From an optimization exercise on the open Yosys and OpenROAD flow, aimed at small area; shortcuts taken in it are not production practice.
Function was checked by simulation only, so behaviour that the tests miss may differ from the original.
Power figures rest on the tool's default switching activity, not on a simulated workload.

$ cat flow/flow/run.sh
#!/bin/bash
# The standard layout (bash standard.sh), with these changes:
# - the port buffers are the smallest buffer cell, and after global placement
#   each input port's buffer is moved next to its pin (the pin-to-buffer net
#   then stays short and needs no antenna diodes);
# - pins may sit on every routing track, so a small die holds all ports; the
#   clock pin is fixed mid left edge, clear of the signal pins;
# - global routing keeps a 10% reserve per layer instead of 20%;
# - the clock tree uses clkbuf_8 in clusters of up to 16 sinks, no dummy loads.
set -uo pipefail
export BUFFER_PORTS_ARGS="-buffer_cell sky130_fd_sc_hd__buf_1"
export POST_GLOBAL_PLACE_TCL="$PWD/flow/move_inbuf.tcl"
export PRE_IO_PLACEMENT_TCL="$PWD/flow/io.tcl"
export PLACE_PINS_ARGS="-min_distance 1 -min_distance_in_tracks -exclude left:170-190"
export CTS_ARGS="-sink_clustering_enable -repair_clock_nets -dont_use_dummy_load -buf_list {sky130_fd_sc_hd__clkbuf_8} -sink_clustering_size 16 -sink_clustering_max_diameter 100"
export FASTROUTE_TCL="$PWD/flow/fastroute.tcl"
bash standard.sh > standard.log 2>&1
$ cat flow/flow/fastroute.tcl
# Global routing with a lighter reserve on every layer than the platform's 0.2.
set_global_routing_layer_adjustment $::env(MIN_ROUTING_LAYER)-$::env(MAX_ROUTING_LAYER) 0.1
$ cat flow/flow/io.tcl
# Keep the clock pin clear of the dense signal pins: fixed mid left edge,
# with the stretch around it excluded from place_pins.
place_pin -pin_name clk -layer met3 -location {0 180} -pin_size {0.8 0.3} -force_to_die_boundary
$ cat flow/flow/move_inbuf.tcl
# Move each input port's buffer next to its pin, so the unbuffered net from
# the pin (which has no diffusion to protect the buffer's gate) stays short.
set block [ord::get_db_block]
set core [$block getCoreArea]
set moved 0
foreach bt [$block getBTerms] {
  if {[$bt getIoType] != "INPUT"} { continue }
  set net [$bt getNet]
  if {$net == "NULL"} { continue }
  set its [$net getITerms]
  if {[llength $its] != 1} { continue }
  set inst [[lindex $its 0] getInst]
  if {[$inst isFixed]} { continue }
  set bp [lindex [$bt getBPins] 0]
  set box [$bp getBBox]
  set m [$inst getMaster]
  set x [expr {([$box xMin] + [$box xMax]) / 2 - [$m getWidth] / 2}]
  set y [expr {([$box yMin] + [$box yMax]) / 2 - [$m getHeight] / 2}]
  set x [expr {max([$core xMin], min($x, [$core xMax] - [$m getWidth]))}]
  set y [expr {max([$core yMin], min($y, [$core yMax] - [$m getHeight]))}]
  $inst setLocation $x $y
  incr moved
}
puts "moved $moved input buffers next to their pins"
$ cat flow/standard.sh
#!/bin/bash
# synth_recipe.tcl (not shown) runs the flow's synth.tcl, then flattens the netlist and writes it again
# the make line also repeats each setting of config.mk as NAME=value (left out here)
make -C /OpenROAD-flow-scripts/flow DESIGN_CONFIG=/design/flow/config.mk WORK_HOME=/design/flow/orfs CLKGATE_MAP_FILE= SYNTH_SCRIPT=/design/flow/synth_recipe.tcl "${@:-finish}"
$ cat flow/config.mk
export PLATFORM = sky130hd
export DESIGN_NAME = miner_nonce_dispatch
export DESIGN_NICKNAME = miner_nonce_dispatch
export VERILOG_FILES = /design/flow/design.v
export SDC_FILE = /design/flow/constraint.sdc
export NUM_CORES = 4
export LEC_CHECK = 0
export CAP_MARGIN = 20
export CORE_AREA = 5 5 355 355
export DIE_AREA = 0 0 360 360
export SLEW_MARGIN = 20
$ cat flow/constraint.sdc
create_clock -name core_clock -period 10.0 [get_ports {clk}]
set_input_delay 2.0000 -clock core_clock [delete_from_list [all_inputs] [get_ports {clk}]]
set_output_delay 2.0000 -clock core_clock [all_outputs]
set_load 0.01 [all_outputs]
$ cat flow/design.v
package miner_pkg;
    localparam int DEF_NONCE_W  = 32;
    localparam int DEF_HEADER_W = 608;
    localparam int DEF_TARGET_W = 256;
    localparam logic [11:0] PAD_BITS = 12'h800;
    typedef enum logic [1:0] {
        IDLE  = 2'd0,
        RUN   = 2'd1,
        DRAIN = 2'd2
    } state_t;
endpackage
module miner_found_fifo #(
    parameter int WIDTH = 32,
    parameter int DEPTH = 4
) (
    input  logic             clk,
    input  logic             rst_n,
    input  logic             push,
    input  logic [WIDTH-1:0] push_data,
    input  logic             pop,
    output logic [WIDTH-1:0] head_data,
    output logic             full,
    output logic             empty
);
    localparam int AW = $clog2(DEPTH);
    logic [WIDTH-1:0] mem [DEPTH];
    logic [DEPTH-1:0] wr_oh;
    logic [DEPTH-1:0] rd_oh;
    logic [AW:0]      count;
    logic             do_push;
    logic             do_pop;
    assign empty     = (count == '0);
    assign full      = (count == (AW+1)'(DEPTH));
    assign do_pop    = pop && !empty;
    assign do_push   = push && (!full || do_pop);
    always_comb begin
        head_data = '0;
        for (int i = 0; i < DEPTH; i++)
            if (rd_oh[i]) head_data = head_data | mem[i];
    end
    always_ff @(posedge clk) begin
        if (!rst_n) begin
            wr_oh <= DEPTH'(1);
            rd_oh <= DEPTH'(1);
            count <= '0;
        end else begin
            if (do_push) wr_oh <= {wr_oh[DEPTH-2:0], wr_oh[DEPTH-1]};
            if (do_pop)  rd_oh <= {rd_oh[DEPTH-2:0], rd_oh[DEPTH-1]};
            if (do_push && !do_pop)      count <= count + (AW+1)'(1);
            else if (!do_push && do_pop) count <= count - (AW+1)'(1);
        end
    end
    always_ff @(posedge clk) begin
        for (int i = 0; i < DEPTH; i++)
            if (do_push && wr_oh[i]) mem[i] <= push_data;
    end
endmodule
module miner_cmp_gt #(
    parameter int W = 32
) (
    input  logic [W-1:0] a,
    input  logic [W-1:0] b,
    output logic         gt
);
    localparam int NG = (W + 1) / 2;
    localparam int LV = (NG > 1) ? $clog2(NG) : 0;
    localparam int N  = 1 << LV;
    logic [2*N-1:0] ax;
    logic [2*N-1:0] bx;
    logic [N-1:0]   g [LV+1];
    logic [N-1:0]   p [LV+1];
    assign ax = (2*N)'(a);
    assign bx = (2*N)'(b);
    always_comb begin
        for (int i = 0; i < N; i++) begin
            g[0][i] = (ax[2*i+1] & ~bx[2*i+1]) | ((ax[2*i+1] | ~bx[2*i+1]) & ax[2*i] & ~bx[2*i]);
            p[0][i] = (ax[2*i+1] | ~bx[2*i+1]) & (ax[2*i] | ~bx[2*i]);
        end
        for (int l = 1; l <= LV; l++) begin
            for (int i = 0; i < N; i++) begin
                if (i < (N >> l)) begin
                    g[l][i] = g[l-1][2*i+1] | (p[l-1][2*i+1] & g[l-1][2*i]);
                    p[l][i] = p[l-1][2*i+1] & p[l-1][2*i];
                end else begin
                    g[l][i] = 1'b0;
                    p[l][i] = 1'b1;
                end
            end
        end
    end
    assign gt = g[LV][0];
endmodule
module miner_nonce_dispatch #(
    parameter int NUM_CORES  = 4,
    parameter int NONCE_W    = miner_pkg::DEF_NONCE_W,
    parameter int HEADER_W   = miner_pkg::DEF_HEADER_W,
    parameter int TARGET_W   = miner_pkg::DEF_TARGET_W,
    parameter int FIFO_DEPTH = 4,
    parameter int PAD_W      = NONCE_W + 12
) (
    input  logic                 clk,
    input  logic                 rst_n,
    input  logic                 job_valid,
    output logic                 job_ready,
    input  logic [HEADER_W-1:0]  job_header,
    input  logic [TARGET_W-1:0]  job_target,
    input  logic [NONCE_W-1:0]   job_nonce_lo,
    input  logic [NONCE_W-1:0]   job_nonce_hi,
    input  logic                 job_stop_first,
    input  logic                 abort,
    output logic [HEADER_W-1:0]  hdr_out,
    input  logic [NUM_CORES-1:0] core_ready,
    output logic [NUM_CORES-1:0] core_issue,
    output logic [NONCE_W-1:0]   core_nonce,
    input  logic                 res_valid,
    input  logic [NONCE_W-1:0]   res_nonce,
    input  logic [TARGET_W-1:0]  res_digest,
    output logic                 found_valid,
    input  logic                 found_ready,
    output logic [NONCE_W-1:0]   found_nonce,
    output logic [PAD_W-1:0]     found_padded,
    output logic                 job_done,
    output logic                 overflow,
    output logic                 busy
);
    localparam int IDX_W = (NUM_CORES > 1) ? $clog2(NUM_CORES) : 1;
    localparam int CNT_W = $clog2(NUM_CORES * 4) + 1;
    miner_pkg::state_t    state;
    miner_pkg::state_t    state_nxt;
    logic [HEADER_W-1:0]  header_q;
    logic [TARGET_W-1:0]  target_q;
    logic [NONCE_W-1:0]   hi_q;
    logic [NONCE_W-1:0]   next_nonce;
    logic [NONCE_W-1:0]   hit_nonce_q;
    logic                 stop_first_q;
    logic                 hit_q;
    logic [IDX_W-1:0]     last_grant;
    logic [IDX_W-1:0]     grant_idx;
    logic [IDX_W-1:0]     cand;
    logic                 grant_any;
    logic                 grant;
    logic                 idle;
    logic                 res_live;
    logic                 miss_now;
    logic                 hit_now;
    logic                 lo_gt_hi;
    logic                 last_issue;
    logic [CNT_W-1:0]     outstanding;
    logic                 fifo_full;
    logic                 fifo_empty;
    logic                 pop;
    always_comb begin
        grant_any = 1'b0;
        grant_idx = last_grant;
        cand      = last_grant;
        for (int i = 1; i <= NUM_CORES; i++) begin
            cand = IDX_W'((int'(last_grant) + i) % NUM_CORES);
            if (!grant_any && core_ready[cand]) begin
                grant_any = 1'b1;
                grant_idx = cand;
            end
        end
    end
    miner_cmp_gt #(.W(TARGET_W)) u_cmp_digest (
        .a  (res_digest),
        .b  (target_q),
        .gt (miss_now)
    );
    miner_cmp_gt #(.W(NONCE_W)) u_cmp_range (
        .a  (job_nonce_lo),
        .b  (job_nonce_hi),
        .gt (lo_gt_hi)
    );
    assign idle       = (state == miner_pkg::IDLE);
    assign res_live   = res_valid && !idle && !abort;
    assign hit_now    = res_live && !miss_now;
    assign grant      = (state == miner_pkg::RUN) && !abort && grant_any && !(stop_first_q && hit_now);
    assign last_issue = grant && (next_nonce == hi_q);
    assign core_issue = grant ? (NUM_CORES'(1) << grant_idx) : '0;
    assign core_nonce = next_nonce;
    assign hdr_out    = header_q;
    assign job_ready  = idle;
    assign busy       = !idle;
    always_ff @(posedge clk) begin
        if (!rst_n) state <= miner_pkg::IDLE;
        else        state <= state_nxt;
    end
    always_comb begin
        state_nxt = state;
        job_done  = 1'b0;
        if (abort && state != miner_pkg::IDLE) begin
            state_nxt = miner_pkg::IDLE;
        end else begin
            case (state)
                miner_pkg::IDLE:  if (job_valid) state_nxt = lo_gt_hi ? miner_pkg::DRAIN : miner_pkg::RUN;
                miner_pkg::RUN:   if (last_issue || (stop_first_q && hit_now)) state_nxt = miner_pkg::DRAIN;
                miner_pkg::DRAIN: if (outstanding == '0) begin
                           job_done  = 1'b1;
                           state_nxt = miner_pkg::IDLE;
                       end
                default: state_nxt = miner_pkg::IDLE;
            endcase
        end
    end
    always_ff @(posedge clk) begin
        if (idle && job_valid) header_q <= job_header;
    end
    always_ff @(posedge clk) begin
        if (idle) begin
            target_q     <= job_target;
            hi_q         <= job_nonce_hi;
            stop_first_q <= job_stop_first;
        end
    end
    always_ff @(posedge clk) begin
        if (idle) begin
            next_nonce <= job_nonce_lo;
            last_grant <= IDX_W'(NUM_CORES - 1);
        end else if (grant) begin
            next_nonce <= next_nonce + NONCE_W'(1);
            last_grant <= grant_idx;
        end
    end
    always_ff @(posedge clk) begin
        hit_nonce_q <= res_nonce;
    end
    always_ff @(posedge clk) begin
        if (!rst_n) hit_q <= 1'b0;
        else        hit_q <= hit_now;
    end
    always_ff @(posedge clk) begin
        if (!rst_n) begin
            outstanding <= '0;
        end else if (abort) begin
            outstanding <= '0;
        end else if (grant && !res_live) begin
            outstanding <= outstanding + CNT_W'(1);
        end else if (!grant && res_live && outstanding != '0) begin
            outstanding <= outstanding - CNT_W'(1);
        end
    end
    assign pop = found_ready && found_valid;
    always_ff @(posedge clk) begin
        if (!rst_n)                              overflow <= 1'b0;
        else if (hit_q && fifo_full && !pop)     overflow <= 1'b1;
    end
    miner_found_fifo #(
        .WIDTH (NONCE_W),
        .DEPTH (FIFO_DEPTH)
    ) u_found_fifo (
        .clk       (clk),
        .rst_n     (rst_n),
        .push      (hit_q),
        .push_data (hit_nonce_q),
        .pop       (pop),
        .head_data (found_nonce),
        .full      (fifo_full),
        .empty     (fifo_empty)
    );
    assign found_valid  = !fifo_empty;
    assign found_padded = PAD_W'({found_nonce, miner_pkg::PAD_BITS});
endmodule
==> notes.md, run 1 <==
- The flow ran to the end and the layout has no timing, DRC or antenna violations.
- Number of placed I/O pins: just under 2000
- Once detailed placement completed, the half-perimeter wirelength came to 164 mm.
- The routed design has between 150 and 200 mm of wire.
- The critical path goes through buf_1, inv_1, a222oi_1, nand4_1, nor4_4, nand3_2, a2111oi_2, nor4_1, nand2_1, o21ai_2, nor3b_1, buf_1.
- Nets@finish: about 5700
- Delay of the slowest cell on the worst path: 0.72 ns
- Overall power consumption after layout is estimated at approximately 10 mW.
- Upper clock frequency limit: approximately 0.13 GHz
- Setup repair after global routing left no endpoint under its margin.
- In this run the clock root is driven by a clkbuf_8.
* Mux cell area share after synthesis: 0.00122
- Critical-path maximum fanout: 8
- Max-cap violations: 0
- Counting stages on the worst path, the most repeated cell is buf_1.
- The via count of the first global-routing pass is about 31000.
- Total power divided by cell area: between 150 and 200 nW/um^2
- WL per Instance: 32.2 microns
- STA puts the critical path data required time at ~8.0 ns.
* Detail Route Antenna Nets: 0
* Max-slew violations: 0
- Largest clock skew in the final design: 0.0992 ns
* Post-synth top area share: 0.772
- Number of synthesized flops with an enable pin: between 1000 and 1500
- Post-CTS setup-driven buffer insertion count: 0
- For this run, the total global-route usage over all layers was measured as 0.253.
- Post-synthesis sequential area ratio: 0.798
* Distinct cell type count of the synthesized netlist: 79
* Initial Util: 0.338
* Synth async-reset ratio: 0
- Number of clock buffers inserted by TritonCTS: 81
* Headroom to the max-slew limit: 0.228
* Detailed-routing iteration count for the pre-antenna-repair pass: 9
- The worst register-to-register path begins at target_q[63].
- In this run the horizontal extent of the chip is 360 microns.
* Share of synthesized cell area in full adder, half adder and majority cells: 0.0182
- Of the available clock period, the critical path in the final layout requires 0.772.
- In this run the worst setup path begins at res_digest[255].
- Entering global routing, the biggest net connects 174 pins.
* Synthesized-area fraction occupied by ao, oa, aoi and oai cells: 0.0718
- Initial antenna violation count: 33
- Number of endpoints with negative hold slack in the final report: 0
- Leading post-synthesis cells by cell area: edfxtp_1 77%, dfxtp_1 2.6%, inv_1 2.4%, maj3_1 1.5%, a22oi_1 1.4%
- In the synthesized netlist the dominant register cell turns out to be edfxtp_1.
- After detailed routing, the number of remaining DRC violations is 0.
- Simple logic cell fraction of the synthesized area: 0.0617
- Input and output buffers added on the ports amount to 1939.
- Global-route wire length before repair: roughly 250 mm
* Setup Viol. Count Final: 0
- Floorplan core area: approximately 120000 sq um
* Yosys top cell by area: edfxtp_1
- Height of the die: approximately 360 microns
- In this run, post-CTS hold repair placed 0 buffers.
* Relative area change from synthesis to final layout: 24.9%
- The worst setup path is launched from an input pin.
- TritonCTS built the clock tree.
- The floorplan has 128 rows.
- Classification of the worst setup path: input pin to output port
* Critical Path End Type: output port
- CP max-delay cell: a2111oi_2
* Routed vias: around 33000
- The tree built by TritonCTS fans out to 1111 sinks.
- CTS clk-pin slew, worst paths: about 0.090 ns
- The analysis attributes to cell leakage a power of 17.2 nW.
- Max rail drop VDD: 0.141 mV
* Clock latency (worst-skew pair): 0.77 ns
- On the final layout, the worst hold slack is approximately 0.45 ns.
* Remaining global-route overflow: 0
* Max clock buf depth: 3
* Number of DRC markers in iteration 0: 4662
* Cell area after synthesis: 41100 sq um
- Synthesis produced a netlist whose cell count is 2469.
- At the pin with the least slew margin, the transition time is ~1.2 ns.
- Shortest clock period the worst path allows after layout: 7.72 ns
* CTS-repair resized insts: 0
- STA puts the critical path data arrival time at 5.72 ns.
- Of the total synthesized cell area, the portion taken by XOR and XNOR cells is 0.0141.
- Most frequent cell after synthesis: edfxtp_1
* Main combinational cell family by area after synthesis: compound AO/OA/AOI/OAI gates
* Maximum level of the CTS H-tree: 3
- The commonest cells after synthesis are 1057 x edfxtp_1, 267 x inv_1, 137 x nand2_1, 79 x a22oi_1, 74 x nand2b_1.
- Number of vias per cell: around 5.4
- In the final layout, the share of cells above drive strength 1 is 0.0295.
- In this run, synthesis produced a sequential element count of about 1100.
- Worst min path class: register to register
- Die area: 130000 sq um
* Yosys warning count: 9
- The startpoint identified for the worst hold timing path is hit_nonce_q[24].
- Post-Synthesis Mean Instance Area: 16.7 sq um
==> per-layer routing <==
layer / global-route usage / part of all wire
met5: 0 / 0.00035
met4: 0.181 / 0.099
met3: 0.0710 / 0.11
met2: 0.428 / 0.47
met1: 0.274 / 0.33
==> critical path: cells and delay by family <==
| kind | cells | cell delay (ns) |
|---|---|---|
| AO/OA/AOI/OAI | 3 | 1.40 |
| buffers and inverters | 3 | 0.66 |
| AND/OR/NAND/NOR | 6 | 1.63 |
==> per-stage QoR <==
| stage | cell area (sq um) | setup TNS, ns | std cells | worst slack (ns) | utilization |
|---|---|---|---|---|---|
| 2_1_floorplan | 41200 | -0.0550 | 2479 | -0.0550 | - |
| 3_3_place_gp | 50200 | 0 | 5989 | 1.71 | 0.413 |
| 3_5_place_dp | 50200 | 0 | 5989 | 2.19 | 0.413 |
| 4_1_cts | 51300 | 0 | 6070 | 2.17 | 0.422 |
| 5_1_grt | 51400 | 0 | 6071 | 2.10 | 0.422 |
| 6_report | 51400 | 0 | 6090 | 2.28 | 0.422 |
==> registers in the layout, summed over array words and instances (netlist names), 3 cells and up <==
name	flops
target_q	256
header_q	608
u_found_fifo.mem	128
hi_q	32
u_found_fifo.wr_oh	4
hit_nonce_q	32
u_found_fifo.rd_oh	4
next_nonce	32
outstanding	5
u_found_fifo.count	3
==> cells by family after synthesis <==
kind of cell	Yosys count
multiplexers	5
AO/OA/AOI/OAI	401
XOR/XNOR	66
other	2
adder cells (fa/ha/maj)	71
AND/OR/NAND/NOR	473
flip-flops	1111
buffers and inverters	340
==> final timing paths <==
check / end / slack, ns / cells after the start
min reg2reg: u_found_fifo.mem[0][24] / 0.45 / 0
min: u_found_fifo.mem[0][24] / 0.45 / 0
max reg2reg: next_nonce[23] / 5.47 / 10
max: core_issue[2] / 2.28 / 12
==> report_power, final <==
part,total [mW],internal [mW],switching [mW]
clock network,2.14,0.729,1.42
registers,6.10,5.78,0.313
logic,1.99,0.544,1.45
==> placed cells by master (no fill, tap or decap), types with 6 or more instances in the layout <==
| cell | count |
|---|---|
| nand3_1 | 38 |
| o22ai_1 | 31 |
| a221oi_1 | 13 |
| o2bb2ai_1 | 12 |
| buf_4 | 16 |
| edfxtp_1 | 1057 |
| o31ai_1 | 6 |
| nor2b_1 | 69 |
| o211ai_1 | 9 |
| a2111oi_0 | 7 |
| buf_1 | 1938 |
| a21boi_0 | 10 |
| diode_2 | 20 |
| clkbuf_8 | 81 |
| conb_1 | 12 |
| a22oi_1 | 79 |
| a31oi_1 | 6 |
| xnor2_1 | 39 |
| nand3b_1 | 7 |
| inv_1 | 267 |
| o221ai_1 | 34 |
| nand2b_1 | 74 |
| a2bb2oi_1 | 10 |
| nor3b_1 | 10 |
| o2111ai_1 | 8 |
| nor4_1 | 13 |
| nand2_1 | 137 |
| dfxtp_1 | 54 |
| a222oi_1 | 31 |
| nor2_1 | 49 |
| o21ai_0 | 59 |
| o21a_1 | 7 |
| xor2_1 | 27 |
| a21oi_1 | 43 |
| nand4_1 | 22 |
| maj3_1 | 61 |
| a211oi_1 | 8 |
| nor3_1 | 15 |
==> layout make-up <==
cell class | instances | area, sq um
antenna | 20 | 50.0
tap | 1625 | 2030
sequential | 1111 | 32800
multi-input combinational | 1028 | 6930
fill | 11100 | 70300
inverter | 268 | 1010
clock buffer | 81 | 1110
timing repair buffer | 1957 | 7440
==> run 2: changes to the inputs <==
--- a/flow/design.v
+++ b/flow/design.v
@@ -62,3 +62,4 @@
     input  logic [W-1:0] b,
-    output logic         gt
+    output logic         gt,
+    output logic         ge
 );
@@ -91,2 +92,3 @@
     assign gt = g[LV][0];
+    assign ge = p[LV][0];
 endmodule
@@ -145,3 +147,6 @@
     logic                 hit_now;
-    logic                 lo_gt_hi;
+    logic                 past_hi;
+    logic                 at_hi;
+    logic                 running;
+    logic                 draining;
     logic                 last_issue;
@@ -166,8 +171,10 @@
         .b  (target_q),
-        .gt (miss_now)
+        .gt (miss_now),
+        .ge ()
     );
     miner_cmp_gt #(.W(NONCE_W)) u_cmp_range (
-        .a  (job_nonce_lo),
-        .b  (job_nonce_hi),
-        .gt (lo_gt_hi)
+        .a  (next_nonce),
+        .b  (hi_q),
+        .gt (past_hi),
+        .ge (at_hi)
     );
@@ -176,4 +183,6 @@
     assign hit_now    = res_live && !miss_now;
-    assign grant      = (state == miner_pkg::RUN) && !abort && grant_any && !(stop_first_q && hit_now);
-    assign last_issue = grant && (next_nonce == hi_q);
+    assign running    = (state == miner_pkg::RUN) && !past_hi;
+    assign draining   = (state == miner_pkg::DRAIN) || ((state == miner_pkg::RUN) && past_hi);
+    assign grant      = running && !abort && grant_any && !(stop_first_q && hit_now);
+    assign last_issue = grant && at_hi;
     assign core_issue = grant ? (NUM_CORES'(1) << grant_idx) : '0;
@@ -193,11 +202,14 @@
         end else begin
-            case (state)
-                miner_pkg::IDLE:  if (job_valid) state_nxt = lo_gt_hi ? miner_pkg::DRAIN : miner_pkg::RUN;
-                miner_pkg::RUN:   if (last_issue || (stop_first_q && hit_now)) state_nxt = miner_pkg::DRAIN;
-                miner_pkg::DRAIN: if (outstanding == '0) begin
-                           job_done  = 1'b1;
-                           state_nxt = miner_pkg::IDLE;
-                       end
-                default: state_nxt = miner_pkg::IDLE;
-            endcase
+            if (draining) begin
+                if (outstanding == '0) begin
+                    job_done  = 1'b1;
+                    state_nxt = miner_pkg::IDLE;
+                end
+            end else begin
+                case (state)
+                    miner_pkg::IDLE: if (job_valid) state_nxt = miner_pkg::RUN;
+                    miner_pkg::RUN:  if (last_issue || (stop_first_q && hit_now)) state_nxt = miner_pkg::DRAIN;
+                    default:         state_nxt = miner_pkg::IDLE;
+                endcase
+            end
         end
==> notes.md, run 2 <==
- The flow ran to the end and the layout has no timing, DRC or antenna violations.
- Classification of the worst setup path: input pin to output port
* Total area of multi-input combinational cells: 6850 sq um
* Critical-path maximum fanout: 9
* Share of the clock period used by the worst path after layout: 0.768
- The path with the worst hold slack has its endpoint at u_found_fifo.mem[3][20].
- Of the total power, the share spent switching nets is 0.285.
- Number of endpoints with negative hold slack in the final report: 0
* Flip-flop and latch count after synthesis: 1111
- The HPWL after detailed placement is 170 mm.
- CTS-repair resized insts: 0
* Number of cells produced by synthesis: 2445
- Once layout is complete, the utilization of the core stands at 0.421.
- Yosys top cell by area: edfxtp_1
- Worst Path Arrival: 5.68 ns
- DIE WIDTH: between 300 and 400 microns
* Detailed-routing iteration count for the pre-antenna-repair pass: 22
- The cell sitting at the root of the clock tree is a clkbuf_8.
- The H-tree generated during clock tree synthesis spans 3 levels.
* Largest registers in the final layout: header_q: 608 flops, target_q: 256 flops, u_found_fifo.mem: 128 flops
* Critical R2R Launch: state[0]
- OpenSTA, run right after detailed placement, puts the worst setup slack at 2.34 ns.
* Post-synthesis sequential area ratio: 0.801
* Worst min path class: register to register
- Proportion of power drawn by flip-flops and latches: 0.611
- More flip-flops sit in one register than any other, and that register is header_q.
- Most used flip-flop cell after synthesis: edfxtp_1
* Area taken by flip-flops and latches: 32800 sq um
* CTS clk-pin slew, worst paths: 0.09 ns
- Global-route wire length before repair: 256 mm
- Post-Synthesis Mean Instance Area: 16.8 sq um
- At the worst endpoint, the required time is around 8.0 ns.
- The worst hold path begins at hit_nonce_q[20].
- Count of hold-fix buffers inserted at cts: 0
* Static power due to leakage: 17.2 nW
* Worst Hold Margin: 0.424 ns
* Reg-to-reg critical path endpoint: next_nonce[28]
* Number of design rule violations left after detail routing: 0
* WL per Instance: 33.2 microns
* Routed vias: 33300
- The finished layout holds between 6000 and 7000 standard cells, fillers aside.
- Post-CTS setup-driven buffer insertion count: 0
- Buffers placed on the I/O ports in this run total 1939.
- Setup TNS: 0 ns
* Cell internal power dissipation: between 6 and 7 mW
* Number of stages on the worst hold path: 0
* Number of clock buffers inserted by TritonCTS: 81
* Clock latency (worst-skew pair): 0.76 ns
- The share of total power dissipated in combinational logic is 0.158.
- The worst register-to-register path has a depth of 9.
- Number of rows created at floorplan: 128
* Worst-case register-to-register setup slack: about 5.3 ns
- Synth async-reset ratio: 0
* Flip-flop count of the largest register after layout: 608
* Most frequent standard cell in the layout excluding fill and tap cells: buf_1
* Remaining global-route overflow: 0
* Post-synth top area share: 0.775
- Setup violations remaining at the end of the flow were counted as 0.
- Yosys warning count: 9
- For this configuration, the core starts out at a cell density of 0.337.
* Worst slew pin tran: 1.13 ns
- Maximum number of pins on one net before global-route repair: 213
* Number of placed I/O pins: 1951
- Via count of the first global-routing pass: around 31000
- Synth top cells by count: 1057 x edfxtp_1, 240 x inv_1, 130 x nand2_1, 103 x nand2b_1, 89 x nor2b_1
- After detailed placement, the design holds a cell count of between 5000 and 6000.
- Max-cap violations in this run came to 0.
- The final count of pins violating max slew is 0.
- Number of DRC markers in iteration 0: 4663
- Cell area after synthesis: 41000 sq um
* Relative area change from synthesis to final layout: 25.1%
- Upper clock frequency limit: approximately 0.13 GHz
- The die covers 130000 sq um.
- Fraction of final layout cells sized beyond drive strength 1: 0.0283
- In this run, synthesis inferred 1057 flip-flops with an integrated enable.
- The analysis attributes to net switching a power of between 2 and 3 mW.
- Type of origin of the critical path: input pin
- The floorplan step set the die height to between 300 and 400 microns.
- STA classifies the critical path endpoint as an output port.
- The count of nets left with antenna violations once routing finished came out at 0.
- Max rail drop VDD: around 0.13 mV
- Of the total power, the clock network draws 0.231.
- Counting the fill cells in the layout gives 11200.
- Counting I/O delays and the setup requirement, the final critical path takes 7.68 ns.
- Most frequent cell after synthesis: edfxtp_1
- Largest clock skew in the final design: between 0.1 and 0.15 ns
* Placed instance area: roughly 50000 sq um
* Worst Slack Setup Final: 2.32 ns
* Final Cell Area: just over 50000 sq um
* Power consumption: 9.17 mW
- CTS saw 1111 sinks.
* Floorplan core area: 122000 sq um
- Wires add up to between 200 and 250 mm.
* Total power divided by cell area: ~180 nW/um^2
* Nets@finish: 5656
* Commonest cells after routing, fill and taps aside: 1939 x buf_1, 1057 x edfxtp_1, 240 x inv_1, 129 x nand2_1, 103 x nand2b_1
- The netlist uses 75 different library cells.
- Setup repair after global routing left no endpoint under its margin.
- Initial antenna violation count: 43
* Max clock buf depth: 3
* Number of vias per cell: 5.48
- Leading post-synthesis cells by cell area: edfxtp_1 77%, dfxtp_1 2.6%, inv_1 2.2%, nand2b_1 1.6%, maj3_1 1.5%
* All-layer global routing usage: 0.260
- Clock tree from TritonCTS: built
- In this run the tightest slew margin relative to its limit is 0.249.
run 2: cell types whose count changed in the layout (fill, tap and decap cells not counted), moves of 10 or more:
cell       before  now
a222oi_1       31   20
diode_2        20   35
inv_1         267  240
nand2b_1       74  103
nand4_1        22   11
nor2b_1        69   89
nor3_1         15   29
o2bb2ai_1      12    2
xnor2_1        39   23
xor2_1         27   12
run 2: cells by family after synthesis:
| logic type | synth area share |
|---|---|
| DFF | 0.801 |
| and+or+nand+nor | 0.0661 |
| AOI/OAI and AO/OA | 0.0722 |
| buffers and inverters | 0.0332 |
| adders and majority gates | 0.0176 |
| xor gates and xnor gates | 0.00748 |
| muxes | 0.00220 |
| other | 0.000183 |
run 2: layer usage:
layer,share of wire,GRT usage
met1,0.30,0.252
met2,0.47,0.442
met3,0.096,0.0681
met4,0.13,0.257
met5,0.0023,0.00399
run 2: worst max-delay path by stage:
stage / start / to / cells after the start
2_1_floorplan: job_valid / header_q[0] / 1
3_3_place_gp: res_digest[0] / core_issue[1] / 12
3_5_place_dp: res_digest[171] / core_issue[2] / 12
4_1_cts: res_digest[171] / core_issue[2] / 12
5_1_grt: res_digest[62] / core_issue[2] / 12
6_report: res_digest[171] / core_issue[2] / 12
run 2: layout make-up:
class | count | area share
Sequential cell | 1111 | 0.640
Multi-Input combinational cell | 1028 | 0.134
Inverter | 244 | 0.0180
Clock buffer | 81 | 0.0217
Antenna cell | 35 | 0.00171
Tap cell | 1625 | 0.0397
Timing Repair Buffer | 1956 | 0.145
run 2: power by group through the flow:
stage	clock (mW)	sequential, mW	combinational (mW)
detailed placement	0	5.70	1.42
global route	2.34	5.62	1.49
floorplan	0	5.76	0.568
finish	2.12	5.60	1.44
global placement	0	5.69	1.25
CTS	2.20	5.60	1.42
run 2: worst max-delay path, stage by stage:
cell and delay, ns:
buf_1 0.24, inv_1 0.10, a222oi_1 0.66, nand4_1 0.37, nor3_1 0.36, nand4_2 0.16, or3_4 0.47, nor4_4 0.32
a2111o_1 0.26, nand2b_1 0.29, nor3_1 0.24, buf_1 0.20
==> run 3: changes to the inputs <==
--- a/flow/flow/run.sh
+++ b/flow/flow/run.sh
@@ -3,3 +3,3 @@
 # - the port buffers are the smallest buffer cell, and after global placement
-#   each input port's buffer is moved next to its pin (the pin-to-buffer net
+#   each input port's buffer far from its pin is pulled to within 30 um of it (the pin-to-buffer net
 #   then stays short and needs no antenna diodes);
==> flow/flow/move_inbuf.tcl (replaced) <==
# Pull each input port's buffer to within 30 um of its pin, so the unbuffered
# net from the pin (no diffusion there to protect the buffer's gate) stays
# short; buffers already that close stay where they are.
set block [ord::get_db_block]
set core [$block getCoreArea]
set reach [expr {30 * [$block getDbUnitsPerMicron]}]
set moved 0
foreach bt [$block getBTerms] {
  if {[$bt getIoType] != "INPUT"} { continue }
  set net [$bt getNet]
  if {$net == "NULL"} { continue }
  set its [$net getITerms]
  if {[llength $its] != 1} { continue }
  set inst [[lindex $its 0] getInst]
  if {[$inst isFixed]} { continue }
  set box [[lindex [$bt getBPins] 0] getBBox]
  set px [expr {([$box xMin] + [$box xMax]) / 2.0}]
  set py [expr {([$box yMin] + [$box yMax]) / 2.0}]
  set m [$inst getMaster]
  set loc [$inst getLocation]
  set cx [expr {[lindex $loc 0] + [$m getWidth] / 2.0}]
  set cy [expr {[lindex $loc 1] + [$m getHeight] / 2.0}]
  set d [expr {abs($cx - $px) + abs($cy - $py)}]
  if {$d <= $reach} { continue }
  set f [expr {$reach / $d}]
  set nx [expr {int($px + ($cx - $px) * $f - [$m getWidth] / 2.0)}]
  set ny [expr {int($py + ($cy - $py) * $f - [$m getHeight] / 2.0)}]
  set nx [expr {max([$core xMin], min($nx, [$core xMax] - [$m getWidth]))}]
  set ny [expr {max([$core yMin], min($ny, [$core yMax] - [$m getHeight]))}]
  $inst setLocation $nx $ny
  incr moved
}
puts "moved $moved input buffers toward their pins"
==> notes.md, run 3 <==
- Flip-flop count of the largest register after layout: 608
* Global-route wire length before repair: 258 mm
- In the final layout, the share of cells above drive strength 1 is 0.0283.
- Clock tree synthesis inserted a total of 81 buffers.
* Maximum level of the CTS H-tree: 3
- The register with the most flip-flops in the final layout is header_q.
- The area growth from synthesis to layout is 25.0%.
- Static power due to leakage: ~17 nW
* Data required time of the critical path: roughly 8 ns
- Nets@finish: 5656
- The finished cells cover 51200 sq um.
- Clock tree from TritonCTS: built
- The via count of the first global-routing pass was 32000.
- Switching Fraction: 0.283
- By area the synthesized netlist is led by edfxtp_1 77%, dfxtp_1 2.6%, inv_1 2.2%, nand2b_1 1.6%, maj3_1 1.5%.
* Shortest clock period the worst path allows after layout: between 7 and 8 ns
- Setup TNS: 0 ns
- Max-slew violations: 0
* Run status: timing/DRC/antenna clean
- The core region is 122000 sq um.
* Post-CTS setup-driven buffer insertion count: 0
- Timing would allow up to between 0.1 and 0.15 GHz.
- Clock sink count: 1111
- STA classifies the critical path startpoint as an input pin.
- Worst Path Arrival: approximately 5.6 ns
- The number of endpoints with negative hold slack in the final report is 0.
* Critical Path End Type: output port
- Most used flip-flop cell after synthesis: edfxtp_1
- Of all nets on the critical path, the largest fanout is 9.
- A synthesized cell averages 16.8 sq um.
* Placed instance area: 50100 sq um
- In this run the worst hold path is classified as register to register.
- In the routed layout, each cell is associated on average with a via count of 5.42.
* Most frequent standard cell in the layout excluding fill and tap cells: buf_1
* Most frequent cell after synthesis: edfxtp_1
- For this run, design rule violations remaining after detail routing come to 0.
- Number of placed I/O pins: 1951
- Number of cells produced by synthesis: 2445
- Of the post-synthesis cell area, the dominant cell type holds 0.775.
* Max-cap violations: 0
* Number of rows created at floorplan: 128
* All-layer global routing usage: 0.259
- Setup repair after global routing missed its margin: no
- The count of buffers added on input and output ports is 1939.
- Largest registers in the final layout: header_q: 608 flops, target_q: 256 flops, u_found_fifo.mem: 128 flops
* Count of hold-fix buffers inserted at cts: 0
* CTS clk-pin slew, worst paths: 0.10 ns
- By startpoint and endpoint, the worst setup path is classified as input pin to output port.
* Distinct cell type count of the synthesized netlist: between 70 and 80
* Detail Route Antenna Nets: 0
- Yosys mapped a number of flops with a built-in enable equal to between 1000 and 1500.
- The cell area that synthesis handed to floorplanning was 41000 sq um.
- Die area: 130000 sq um
- Number of DRC markers in iteration 0: 4701
- Routed vias: 32800
* Remaining global-route overflow: 0
* Net switching component of the power: 2.58 mW
- In this run the deepest clock path goes through 3 buffers.
- Worst Hold Margin: ~0.44 ns
- After legalization and detailed placement, the total HPWL measured 169 mm.
- The initial utilization of the core area, before any placement, comes to 0.337.
- Maximum number of pins on one net before global-route repair: 213
- Setup violations remaining at the end of the flow were counted as 0.
- The share of total power dissipated in the clock network is 0.234.
* Share of the clock period used by the worst path after layout: 0.763
- Detailed-routing iteration count for the pre-antenna-repair pass: 9
- Yosys warning count: 9
- The synthesized design contains ~1100 register bits.
- The die is approximately 360 microns tall.
- Sorting the synthesized cells by how often they occur yields 1057 x edfxtp_1, 240 x inv_1, 130 x nand2_1, 103 x nand2b_1, 89 x nor2b_1.
- Dividing total power by cell area gives a power density of between 150 and 200 nW/um^2.
- The clock reaches the later pin of the worst-skew pair after 0.78 ns.
- VDD sags by at most 0.124 mV.
* Total Wirelength: 200 mm
- Comb power frac: 0.153
- Post-synthesis sequential area ratio: 0.801
- Commonest cells after routing, fill and taps aside: 1939 x buf_1, 1057 x edfxtp_1, 240 x inv_1, 129 x nand2_1, 103 x nand2b_1
- Headroom to the max-slew limit: 0.220
* Worst-case register-to-register setup slack: 5.24 ns
- Synth async-reset ratio: 0
- DIE WIDTH: 360 microns
- CTS-repair resized insts: 0
- The root buffer cell chosen for the clock tree is clkbuf_8.
- Proportion of power drawn by flip-flops and latches: 0.613
* WL per Instance: 33.1 microns
- Cell internal power dissipation: around 6.6 mW
- Clock skew on the completed layout was measured at 0.0939 ns.
* Worst slew pin tran: 1.17 ns
- Summed over all instances, the cell type with the most area after synthesis is edfxtp_1.
* Initial antenna violation count: 24
run 3: worst paths after layout:
kind,startpoint,to,depth (start not counted)
max,res_digest[171],core_issue[2],12
min,hit_nonce_q[1],u_found_fifo.mem[0][1],0
max reg2reg,state[0],next_nonce[25],9
min reg2reg,hit_nonce_q[1],u_found_fifo.mem[0][1],0
run 3: power groups by stage:
| stage | combinational (mW) | clock (mW) | sequential (mW) |
|---|---|---|---|
| 4_1_cts | 1.38 | 2.22 | 5.60 |
| 5_1_grt | 1.44 | 2.37 | 5.62 |
| 3_3_place_gp | 1.25 | 0 | 5.69 |
| 2_1_floorplan | 0.568 | 0 | 5.76 |
| 3_5_place_dp | 1.37 | 0 | 5.70 |
| 6_report | 1.39 | 2.14 | 5.60 |
run 3: worst max-delay path, cell delays in order:
cell,delay (ns)
buf_1,0.19
inv_1,0.09
a222oi_1,0.72
nand4_1,0.36
nor3_1,0.34
nand4_2,0.16
or3_4,0.46
nor4_4,0.32
a2111o_1,0.25
nand2b_1,0.29
nor3_1,0.25
buf_1,0.19
run 3: per-stage QoR:
step	power (mW)	setup WS, ns	instances	util
2_1_floorplan	6.33	0.167	2455	-
3_3_place_gp	6.95	2.60	5964	0.411
3_5_place_dp	7.08	2.36	5964	0.411
4_1_cts	9.19	2.34	6045	0.421
5_1_grt	9.43	2.28	6046	0.421
6_report	9.14	2.37	6057	0.421
run 3: per-layer routing:
layer | up-vias | GRT usage | part of all wire
li1 | 13100 | - | -
met1 | 15700 | 0.253 | 0.31
met2 | 3007 | 0.466 | 0.49
met3 | 1054 | 0.0683 | 0.096
met4 | 2 | 0.209 | 0.11
met5 | - | 0 | 0.000070
run 3: cells by family (layout without fill, tap and decap cells):
group	Yosys count	count (layout)	synth area share
multiplexers	9	9	0.00220
adder cells (fa/ha/maj)	69	69	0.0176
AND/OR/NAND/NOR	503	503	0.0661
XOR/XNOR	35	35	0.00748
flip-flops	1111	1111	0.801
AO/OA/AOI/OAI	400	400	0.0722
buffers and inverters	316	2281	0.0332
other	2	24	0.000183
run 3: final cells by class:
type | count | area, sq um
clock buffer | 81 | 1110
tap | 1625 | 2030
fill | 11400 | 70500
inverter | 244 | 923
antenna | 12 | 30.0
sequential | 1111 | 32800
timing repair buffer | 1956 | 7440
multi-input combinational | 1028 | 6850

## afterwards: timing with drivers on the ports
In the flow no input, the clock included, has a driving cell. The finished layouts below were timed again as built, in two steps. Step 1, drivers: a clkbuf_16 drives clk and a buf_2 each remaining input, both assumed. Step 2 adds t to the input delays and takes it off the output delays; t is the mean of the earliest and latest rising clock arrival at the registers after step 1. Input paths then give back, and output paths get back, about the clock's delay inside the block. Slacks: ideal / step 1 / step 2; pairs: ideal / step 1.
| run | t (ns) | setup slack, ns | hold WS [ns] | latest minus earliest clock arrival (ns) |
|---|---|---|---|---|
| run 1 | 0.750 | 2.280 / 2.250 / 2.250 | 0.455 / 0.455 / 0.455 | 0.120 / 0.121 |
| run 2 | 0.745 | 2.322 / 2.274 / 2.274 | 0.424 / 0.424 / 0.424 | 0.124 / 0.124 |
| run 3 | 0.789 | 2.366 / 2.308 / 2.308 | 0.437 / 0.437 / 0.437 | 0.103 / 0.103 |
After both steps setup and hold are still met in every run listed. For run 3, which loses most, drivers alone change the setup slack by -0.058 ns; drivers and shift together by -0.058 ns.
